Background: an optimization exercise with open tools, aiming at small area, a short achievable clock period and few clock cycles per item. Do not read the settings as production practice. Only simulation tests tie the RTL to the original design; equivalence was not proved. Power is estimated from default activity; no workload was simulated.

Design adc_channel_smoother_deadband, start of the top module:
module adc_channel_smoother_deadband #(
  parameter int unsigned CHANNELS    = 64,
  parameter int unsigned SAMPLE_BITS = 12
) (
  input  logic         clk_i,
  input  logic         rst_ni,
  input  logic         sample_valid_i,
  output logic         sample_ready_o,
  input  logic         sample_kind_i,
  input  logic [5:0]   sample_channel_i,
  input  logic [11:0]  sample_raw_i,
  input  logic         sample_force_i,
  output logic         report_valid_o,
  input  logic         report_ready_i,
  output logic [5:0]   report_channel_o,
  output logic [15:0]  report_scaled_o,
  output logic [11:0]  report_smoothed_o,
  input  logic         cfg_valid_i,
  output logic         cfg_ready_o,
  input  logic         cfg_index_i,
  input  logic [63:0]  cfg_data_i
);
export LEC_CHECK = 0
export CAP_MARGIN = 20
export CORE_MARGIN = 2
export CORE_UTILIZATION = 40
export SLEW_MARGIN = 20
create_clock -name core_clock -period 13.0 [get_ports {clk_i}]
standard.sh (not shown) runs the stock make flow with config.mk's settings and CLKGATE_MAP_FILE= SYNTH_SCRIPT=/design/flow/synth_recipe.tcl, a recipe that flattens the netlist after the stock synthesis.
==> flow/flow/run.sh <==
#!/bin/bash
# Layout: the standard flow (standard.sh), with two changes to how the layout is
# made: the port buffers are buf_2 cells, and timing repair aims at a slack margin
# below the fixed 13 ns period, so that the paths are sized for a short achieved period.
# The clock period and constraints are the standard flow's, unchanged.
set -euo pipefail
bash standard.sh \
  "BUFFER_PORTS_ARGS=-buffer_cell sky130_fd_sc_hd__buf_2" \
  "SETUP_SLACK_MARGIN=${ACSD_SETUP_MARGIN:-9.0}" \
  finish > standard_flow.log 2>&1
Testbench counts at the start, summed over its fixed seeds: cycles 24,353, items 24,000.
Change:
--- a/flow/design.v
+++ b/flow/design.v
@@ -245,20 +245,21 @@
       lo0_q[j] <= (sample_channel_i[2:0] == 3'(j));
       hi0_q[j] <= (sample_channel_i[5:3] == 3'(j));
     end
   end
   logic [63:0][11:0] avg_q, last_q;
   logic [63:0]       seeded_q;
   logic              seeds_ok_q;
   logic        r1_v_q, r1_sd_q, r1_frc_q, r2_v_q;
   logic [5:0]  r1_ch_q, r2_ch_q;
   logic [11:0] r1_avg_q, r2_last_q;
+  logic [11:0] r1w_avg_q, r2w_last_q;
   logic [63:0] sel0;
   logic [7:0][11:0] avg_grp, last_grp;
   logic [7:0]  en_grp, sd_grp;
   logic [11:0] avg_rd, last_rd;
   logic        en_rd, sd_rd;
   always_comb begin
     for (int g = 0; g < 8; g++) begin
       for (int j = 0; j < 8; j++) begin
         sel0[8*g+j] = hi0_q[g] && lo0_q[j];
       end
@@ -335,20 +336,23 @@
       r1_v_q <= 1'b0;
     end else begin
       r1_v_q <= v1_q;
     end
   end
   always_ff @(posedge clk_i) begin
     r1_sd_q  <= sd1_q;
     r1_frc_q <= frc1_q;
     r1_ch_q  <= ch1_q;
     r1_avg_q <= new_s1;
+    if (v1_q) begin
+      r1w_avg_q <= new_s1;
+    end
     db2_q    <= db1_q;
     last2_q  <= (r2_v_q && (r2_ch_q == ch1_q)) ? r2_last_q : last1_q;
     fwd2_q   <= r1_v_q && (r1_ch_q == ch1_q);
   end
   logic [11:0] last_s2;
   logic [13:0] up_d, dn_d;
   logic        hit, push, ret2;
   assign last_s2 = fwd2_q ? r2_last_q : last2_q;
   logic [13:0] nn, ll, dd, up_s, up_m, dn_s, dn_m;
   assign nn   = {2'b00, r1_avg_q};
@@ -376,43 +380,46 @@
   always_ff @(posedge clk_i or negedge rst_ni) begin
     if (!rst_ni) begin
       r2_v_q <= 1'b0;
     end else begin
       r2_v_q <= r1_v_q;
     end
   end
   always_ff @(posedge clk_i) begin
     r2_ch_q   <= r1_ch_q;
     r2_last_q <= (r1_sd_q && !hit) ? last_s2 : r1_avg_q;
+    if (r1_v_q) begin
+      r2w_last_q <= (r1_sd_q && !hit) ? last_s2 : r1w_avg_q;
+    end
   end
   for (genvar i = 0; i < 64; i++) begin : g_state
     always_ff @(posedge clk_i) begin
       if (r1_v_q && (r1_ch_q == 6'(i))) begin
-        avg_q[i] <= r1_avg_q;
+        avg_q[i] <= r1w_avg_q;
       end
       if (r2_v_q && (r2_ch_q == 6'(i))) begin
-        last_q[i] <= r2_last_q;
+        last_q[i] <= r2w_last_q;
       end
     end
   end
   logic [11:0] out_n;
   logic [3:0]  out_q;
   logic        pop;
   acsd_fifo #(
     .Depth (QDepth)
   ) u_fifo (
     .clk_i     (clk_i),
     .rst_ni    (rst_ni),
     .cand_i    (r1_v_q && r1_sd_q),
     .push_i    (push),
     .push_ch_i (r1_ch_q),
-    .push_n_i  (r1_avg_q),
+    .push_n_i  (r1w_avg_q),
     .ready_i   (report_ready_i),
     .valid_o   (report_valid_o),
     .ch_o      (report_channel_o),
     .n_o       (out_n),
     .q_o       (out_q)
   );
   assign report_smoothed_o = out_n;
   assign report_scaled_o   = {out_n, out_q};
   assign pop               = report_valid_o && report_ready_i;
   logic [Cap:1] used_q, used_a, used_b, used_c, used_d;
Effect:
- register-to-register slack degrades by 0.07 ns
- via count increases by 1.7%
- cell count rose by 0.67%
- final area increases by 1.2%
- total power decreases by 9.8%
Testbench counts after the change, summed over its fixed seeds: cycles 24,353, items 24,000.

==> what the ideal ports hide <==
How much do the figures lean on ideal ports? The routed layouts below were timed once more, with nothing changed but the port constraints. Step 1: set_driving_cell puts a clkbuf_16 on clk_i and a buf_2 on each other input, an assumption about the parent block. Step 2 also shifts input and output timing later by t, the mid clock arrival at the registers, as if the neighbouring blocks saw the same clock. Slacks: no drivers / after step 1 / after step 2; pairs: no drivers / after step 1.
| run | shift t [ns] | setup slack, ns | worst setup path at the end |
|---|---|---|---|
| the first run | 0.889 | 9.041 / 8.956 / 8.521 | input to register |
| the second run | 0.915 | 8.948 / 8.871 / 8.510 | input to register |
After both steps setup and hold are still met in every run listed. For the first run, which loses most, drivers alone change the setup slack by -0.085 ns; drivers and shift together by -0.520 ns.
